Context: an optimization exercise on an open-source flow, tuned for small area. The choices shown serve that exercise and are no tape-out recipe.
Where RTL was checked, it was by simulation tests only, not by an equivalence proof against the original.

==> inputs of run a <==
Design sudoku_game, start of the top module:
module sudoku_game (
	input logic CLOCK_50,
	input logic resetn,
	input logic [8:0] keys_i,
	output logic [6:0] hex_row_o,
	output logic [6:0] hex_col_o,
	output logic [3:0] cell_digit_o,
	output logic cell_wrong_o,
	output logic solved_o
);
	logic wr;
	logic [3:0] dig;
	logic [8:0] lrow_hit, lcol_hit;
	logic [8:0][3:0] row_pick;
	logic [8:0] row_given;
	logic [3:0] sel_raw;
	cursor_control cursor_control_i (
		.CLOCK_50 (CLOCK_50),
		.resetn (resetn),
		.keys_i (keys_i),
		.solved_i (solved_o),
		.wr_o (wr),
		.dig_o (dig),
		.lrow_hit_o (lrow_hit),
		.lcol_hit_o (lcol_hit),
		.hex_row_o (hex_row_o),
		.hex_col_o (hex_col_o)
	);
	logic fresh_q;
	always_ff @(posedge CLOCK_50 or negedge resetn) begin
		if (!resetn)
			fresh_q <= 1'b1;
		else
			fresh_q <= 1'b0;
	end
	logic wr_en;
	logic [8:0] wrow_n, wcol_n;
	logic [3:0] wdata;
	assign wr_en = wr && (dig == 4'd0 || sel_raw == 4'd0);
	assign wrow_n = ~({9{fresh_q}} | ({9{wr_en}} & lrow_hit));
	assign wcol_n = ~({9{fresh_q}} | lcol_hit);
	assign wdata = fresh_q ? 4'd0 : dig;
	for (genvar r = 0; r < 9; r++) begin : g_row
		sudoku_row #(
			.ROW_INDEX (r)
		) row_i (
			.CLOCK_50 (CLOCK_50),
			.wrow_n_i (wrow_n[r]),
			.wcol_n_i (wcol_n),
			.wdata_i (wdata),
			.col_hit_i (lcol_hit),
			.pick_o (row_pick[r]),
			.given_o (row_given[r])
		);
	end
	board_status board_status_i (
		.CLOCK_50 (CLOCK_50),
		.resetn (resetn),
		.fresh_i (fresh_q),
		.row_pick_i (row_pick),
		.row_given_i (row_given),
		.wr_i (wr),
		.dig_i (dig),
		.row_hit_i (lrow_hit),
		.col_hit_i (lcol_hit),
		.sel_raw_o (sel_raw),
		.solved_o (solved_o),
		.cell_digit_o (cell_digit_o),
		.cell_wrong_o (cell_wrong_o)
	);
endmodule
export LEC_CHECK = 0
export CAP_MARGIN = 0
export CORE_MARGIN = 2
export CORE_UTILIZATION = 55
export GPL_TIMING_DRIVEN = 1
export SLEW_MARGIN = 0
export SYNTH_HIERARCHICAL = 1
export SYNTH_MINIMUM_KEEP_SIZE = 0
create_clock -name core_clock -period 10.0 [get_ports {CLOCK_50}]
standard.sh (not shown) runs the stock make flow with config.mk's settings and CLKGATE_MAP_FILE= SYNTH_SCRIPT=/design/flow/synth_recipe.tcl, a recipe that flattens the netlist after the stock synthesis.
==> flow/flow/run.sh <==
#!/bin/bash
# Standard layout, with the smallest port buffers and a clock tree of
# small buffers in clusters of up to 8 flip-flops, without dummy loads.
set -e
export BUFFER_PORTS_ARGS="-buffer_cell sky130_fd_sc_hd__buf_1"
export CTS_ARGS="-sink_clustering_enable -repair_clock_nets -dont_use_dummy_load -buf_list sky130_fd_sc_hd__clkbuf_4 -sink_clustering_size 8 -sink_clustering_max_diameter 100"
bash standard.sh > standard.log 2>&1
==> run b (differences from run a) <==
--- a/flow/design.v
+++ b/flow/design.v
@@ -687,147 +687,29 @@
 module sg_and3 (
 	input logic a,
 	input logic b,
 	input logic c,
 	output logic y
 );
 	assign y = a & b & c;
 endmodule
-module sg_or3 (
-	input logic a,
-	input logic b,
-	input logic c,
-	output logic y
-);
-	assign y = a | b | c;
-endmodule
 module sg_nor2 (
 	input logic a,
 	input logic b,
 	output logic y
 );
 	assign y = ~(a | b);
 endmodule
 module sg_inv (
 	input logic a,
 	output logic y
 );
 	assign y = ~a;
 endmodule
-module answer_rom (
-	input logic [8:0] row_hit_i,
-	input logic [8:0] col_hit_i,
-	output logic [3:0] ans_o
-);
-	logic a0_0;
-	sg_nor2 u_a0_0 (col_hit_i[1], col_hit_i[3], a0_0);
-	logic a1_0;
-	sg_or3 u_a1_0 (col_hit_i[0], col_hit_i[1], col_hit_i[5], a1_0);
-	logic a2_0;
-	sg_or2 u_a2_0 (col_hit_i[4], col_hit_i[6], a2_0);
-	logic a3_0;
-	sg_or3 u_a3_0 (col_hit_i[1], col_hit_i[2], col_hit_i[6], a3_0);
-	logic a4_0;
-	logic a4_0_o;
-	sg_or3 u_a4_0_o (col_hit_i[0], col_hit_i[4], col_hit_i[6], a4_0_o);
-	sg_inv u_a4_0 (a4_0_o, a4_0);
-	logic a5_0;
-	assign a5_0 = col_hit_i[7];
-	logic a6_0;
-	sg_nor2 u_a6_0 (col_hit_i[4], col_hit_i[8], a6_0);
-	logic a7_0;
-	logic a7_0_o;
-	sg_or4 u_a7_0_o (col_hit_i[0], col_hit_i[2], col_hit_i[6], col_hit_i[7], a7_0_o);
-	sg_inv u_a7_0 (a7_0_o, a7_0);
-	logic a8_0;
-	sg_nor2 u_a8_0 (col_hit_i[1], col_hit_i[5], a8_0);
-	logic g0_0;
-	sg_aoi222 u_g0_0 (a0_0, row_hit_i[0], a1_0, row_hit_i[1], a2_0, row_hit_i[2], g0_0);
-	logic g0_1;
-	sg_aoi222 u_g0_1 (a3_0, row_hit_i[3], a4_0, row_hit_i[4], a5_0, row_hit_i[5], g0_1);
-	logic g0_2;
-	sg_aoi222 u_g0_2 (a6_0, row_hit_i[6], a7_0, row_hit_i[7], a8_0, row_hit_i[8], g0_2);
-	sg_nand3 u_ans0 (g0_0, g0_1, g0_2, ans_o[0]);
-	logic a0_1;
-	sg_nor2 u_a0_1 (col_hit_i[1], col_hit_i[5], a0_1);
-	logic a1_1;
-	sg_or3 u_a1_1 (col_hit_i[0], col_hit_i[5], col_hit_i[6], a1_1);
-	logic a2_1;
-	sg_nor2 u_a2_1 (col_hit_i[5], col_hit_i[6], a2_1);
-	logic a3_1;
-	sg_or4 u_a3_1 (col_hit_i[1], col_hit_i[3], col_hit_i[6], col_hit_i[8], a3_1);
-	logic a4_1;
-	sg_or3 u_a4_1 (col_hit_i[0], col_hit_i[1], col_hit_i[3], a4_1);
-	logic a5_1;
-	sg_nor2 u_a5_1 (col_hit_i[2], col_hit_i[7], a5_1);
-	logic a6_1;
-	sg_nor2 u_a6_1 (col_hit_i[3], col_hit_i[8], a6_1);
-	logic a7_1;
-	sg_or4 u_a7_1 (col_hit_i[3], col_hit_i[5], col_hit_i[6], col_hit_i[7], a7_1);
-	logic a8_1;
-	sg_or2 u_a8_1 (col_hit_i[1], col_hit_i[7], a8_1);
-	logic g1_0;
-	sg_aoi222 u_g1_0 (a0_1, row_hit_i[0], a1_1, row_hit_i[1], a2_1, row_hit_i[2], g1_0);
-	logic g1_1;
-	sg_aoi222 u_g1_1 (a3_1, row_hit_i[3], a4_1, row_hit_i[4], a5_1, row_hit_i[5], g1_1);
-	logic g1_2;
-	sg_aoi222 u_g1_2 (a6_1, row_hit_i[6], a7_1, row_hit_i[7], a8_1, row_hit_i[8], g1_2);
-	sg_nand3 u_ans1 (g1_0, g1_1, g1_2, ans_o[1]);
-	logic a0_2;
-	sg_nor2 u_a0_2 (col_hit_i[1], col_hit_i[7], a0_2);
-	logic a1_2;
-	sg_or3 u_a1_2 (col_hit_i[3], col_hit_i[5], col_hit_i[6], a1_2);
-	logic a2_2;
-	sg_or2 u_a2_2 (col_hit_i[2], col_hit_i[6], a2_2);
-	logic a3_2;
-	sg_or3 u_a3_2 (col_hit_i[6], col_hit_i[7], col_hit_i[8], a3_2);
-	logic a4_2;
-	sg_or4 u_a4_2 (col_hit_i[0], col_hit_i[1], col_hit_i[4], col_hit_i[7], a4_2);
-	logic a5_2;
-	assign a5_2 = col_hit_i[5];
-	logic a6_2;
-	sg_inv u_a6_2 (col_hit_i[3], a6_2);
-	logic a7_2;
-	sg_or4 u_a7_2 (col_hit_i[2], col_hit_i[3], col_hit_i[7], col_hit_i[8], a7_2);
-	logic a8_2;
-	sg_nor2 u_a8_2 (col_hit_i[0], col_hit_i[6], a8_2);
-	logic g2_0;
-	sg_aoi222 u_g2_0 (a0_2, row_hit_i[0], a1_2, row_hit_i[1], a2_2, row_hit_i[2], g2_0);
-	logic g2_1;
-	sg_aoi222 u_g2_1 (a3_2, row_hit_i[3], a4_2, row_hit_i[4], a5_2, row_hit_i[5], g2_1);
-	logic g2_2;
-	sg_aoi222 u_g2_2 (a6_2, row_hit_i[6], a7_2, row_hit_i[7], a8_2, row_hit_i[8], g2_2);
-	sg_nand3 u_ans2 (g2_0, g2_1, g2_2, ans_o[2]);
-	logic a0_3;
-	assign a0_3 = col_hit_i[1];
-	logic a1_3;
-	assign a1_3 = col_hit_i[8];
-	logic a2_3;
-	assign a2_3 = col_hit_i[5];
-	logic a3_3;
-	sg_or2 u_a3_3 (col_hit_i[2], col_hit_i[4], a3_3);
-	logic a4_3;
-	sg_or2 u_a4_3 (col_hit_i[5], col_hit_i[6], a4_3);
-	logic a5_3;
-	assign a5_3 = col_hit_i[2];
-	logic a6_3;
-	assign a6_3 = col_hit_i[3];
-	logic a7_3;
-	sg_or2 u_a7_3 (col_hit_i[0], col_hit_i[1], a7_3);
-	logic a8_3;
-	assign a8_3 = col_hit_i[6];
-	logic g3_0;
-	sg_aoi222 u_g3_0 (a0_3, row_hit_i[0], a1_3, row_hit_i[1], a2_3, row_hit_i[2], g3_0);
-	logic g3_1;
-	sg_aoi222 u_g3_1 (a3_3, row_hit_i[3], a4_3, row_hit_i[4], a5_3, row_hit_i[5], g3_1);
-	logic g3_2;
-	sg_aoi222 u_g3_2 (a6_3, row_hit_i[6], a7_3, row_hit_i[7], a8_3, row_hit_i[8], g3_2);
-	sg_nand3 u_ans3 (g3_0, g3_1, g3_2, ans_o[3]);
-endmodule
 `timescale 1ns/1ps
 module board_status (
 	input logic CLOCK_50,
 	input logic resetn,
 	input logic fresh_i,
 	input logic [8:0][3:0] row_pick_i,
 	input logic [8:0] row_given_i,
 	input logic [8:0] row_hit_i,
@@ -925,41 +807,109 @@
 		end else begin
 			cell_digit_o <= sel;
 			cell_wrong_o <= open_cell && (sel != 4'd0) && (sel != ans);
 			if (none_wrong)
 				solved_o <= 1'b1;
 		end
 	end
 endmodule
+module answer_rom (
+	input logic [8:0] row_hit_i,
+	input logic [8:0] col_hit_i,
+	output logic [3:0] ans_o
+);
+localparam int GRID_N = 9;
+localparam int DIGIT_W = 4;
+localparam int POS_W = 4;
+localparam logic [POS_W-1:0] CURSOR_HOME = 4'd4;
+localparam logic [GRID_N*GRID_N*DIGIT_W-1:0] PUZZLE = {
+	36'h900020401,
+	36'h005090020,
+	36'h040100097,
+	36'h500001000,
+	36'h000000002,
+	36'h400570309,
+	36'h053002180,
+	36'h000000000,
+	36'h002800003
+};
+localparam logic [GRID_N*GRID_N*DIGIT_W-1:0] SOLUTION = {
+	36'h987625431,
+	36'h315497628,
+	36'h246138597,
+	36'h539281746,
+	36'h671349852,
+	36'h428576319,
+	36'h753962184,
+	36'h894713265,
+	36'h162854973
+};
+localparam int K_UP = 8;
+localparam int K_DOWN = 7;
+localparam int K_LEFT = 6;
+localparam int K_RIGHT = 5;
+localparam int K_ERASE = 4;
+function automatic logic [3:0] puzzle_at(input int r, input int c);
+	puzzle_at = PUZZLE[(GRID_N*GRID_N-1-(r*GRID_N+c))*DIGIT_W +: DIGIT_W];
+endfunction
+function automatic logic [3:0] answer_at(input int r, input int c);
+	answer_at = SOLUTION[(GRID_N*GRID_N-1-(r*GRID_N+c))*DIGIT_W +: DIGIT_W];
+endfunction
+	logic [GRID_N*4-1:0] ans_pick;
+	logic any_hit;
+	function automatic logic open_bit_is(input int r, input int c, input int b, input logic v);
+		logic [3:0] a;
+		a = answer_at(r, c);
+		open_bit_is = (puzzle_at(r, c) == 4'd0) && (a[b] == v);
+	endfunction
+	function automatic logic use_ones(input int r, input int b);
+		int n1, n0;
+		n1 = 0;
+		n0 = 0;
+		for (int c = 0; c < GRID_N; c++) begin
+			if (open_bit_is(r, c, b, 1'b1))
+				n1 = n1 + 1;
+			if (open_bit_is(r, c, b, 1'b0))
+				n0 = n0 + 1;
+		end
+		use_ones = (n1 <= n0);
+	endfunction
+	always_comb begin
+		ans_o = '0;
+		for (int r = 0; r < GRID_N; r++) begin
+			for (int b = 0; b < 4; b++) begin
+				any_hit = 1'b0;
+				for (int c = 0; c < GRID_N; c++)
+					if (open_bit_is(r, c, b, use_ones(r, b)))
+						any_hit = any_hit | col_hit_i[c];
+				ans_pick[r*4+b] = use_ones(r, b) ? any_hit : !any_hit;
+			end
+			ans_o = ans_o | (ans_pick[r*4 +: 4] & {4{row_hit_i[r]}});
+		end
+	end
+endmodule
 module wrong_count (
 	input logic CLOCK_50,
 	input logic resetn,
 	input logic fix_i,
 	input logic unfix_i,
 	output logic none_o
 );
 	localparam logic [5:0] WRONG_START = 6'b001100;
 	localparam logic [5:0] WRONG_NONE = 6'b100000;
-	logic [5:0] wrong_n, fwd, bwd, d_n, d;
-	logic hold, x_fwd, x_bwd;
-	sg_xor2 u_xf (wrong_n[5], wrong_n[4], x_fwd);
-	sg_xor2 u_xb (wrong_n[0], wrong_n[5], x_bwd);
-	assign fwd = {wrong_n[4:0], x_fwd};
-	assign bwd = {x_bwd, wrong_n[5:1]};
-	sg_nor2 u_hold (fix_i, unfix_i, hold);
-	for (genvar i = 0; i < 6; i++) begin : g_d
-		sg_aoi222 u_aoi (fix_i, fwd[i], unfix_i, bwd[i], hold, wrong_n[i], d_n[i]);
-		sg_inv u_inv (d_n[i], d[i]);
-	end
+	logic [5:0] wrong_n;
 	always_ff @(posedge CLOCK_50 or negedge resetn) begin
-		if (!resetn)
+		if (!resetn) begin
 			wrong_n <= WRONG_START;
-		else
-			wrong_n <= d;
+		end else if (fix_i) begin
+			wrong_n <= {wrong_n[4:0], wrong_n[5] ^ wrong_n[4]};
+		end else if (unfix_i) begin
+			wrong_n <= {wrong_n[0] ^ wrong_n[5], wrong_n[5:1]};
+		end
 	end
 	assign none_o = (wrong_n == WRONG_NONE);
 endmodule
 `timescale 1ns/1ps
 module sudoku_game (
 	input logic CLOCK_50,
 	input logic resetn,
 	input logic [8:0] keys_i,
==> results.json <==
{
  "die-area_um2": 20400,
  "synth_fa_ha_area_share_pct": 0.355,
  "status": "timing/DRC/antenna clean",
  "place_hpwl_mm": 15.3,
  "drt_iter0_drc": 986,
  "drive_above_1_share_pct": 10.0,
  "die_h_um": 143,
  "use_met2_pct": 42.6,
  "power_frac_clock_pct": 27.6,
  "fin_crit_sh_pct": 44.9
}
Source of the figures above: run a

==> results.json <==
{
  "status": "timing/DRC/antenna clean",
  "power_frac_clock_pct": 27.2,
  "use_met2_pct": 39.9,
  "fin_crit_sh_pct": 43.8,
  "die-area_um2": 20500,
  "drive_above_1_share_pct": 10.2,
  "synth_fa_ha_area_share_pct": 0.469,
  "drt_iter0_drc": 965
}
Source of the figures above: run b

Function not checked in run b: the RTL went through the layout flow alone.

-- re-timing with driven ports --
No port has a modelled driver above. Below, the same layouts with a new extraction and two added sets of constraints.
Step 1: set_driving_cell puts a clkbuf_16 on CLOCK_50 and a buf_2 on each other input, an assumption about the parent block.
Step 2, shift: input delay + t, output delay - t, t = (earliest + latest rising clock arrival at the registers) / 2. This alone moves slack from input paths to output paths.
a / b / c = ideal / step 1 / step 2; a / b = the first two.
run | t, ns | slack for setup (ns) | worst hold slack (ns) | worst setup path after step 2 | worst register clock-pin slew, ns
run a | 0.649 | 5.514 / 5.514 / 5.514 | 0.377 / 0.377 / 0.377 | register to register | 0.12 / 0.12
run b | 0.644 | 5.619 / 5.619 / 5.619 | 0.405 / 0.405 / 0.405 | register to register | 0.10 / 0.10
After both steps setup and hold are still met in every run listed.
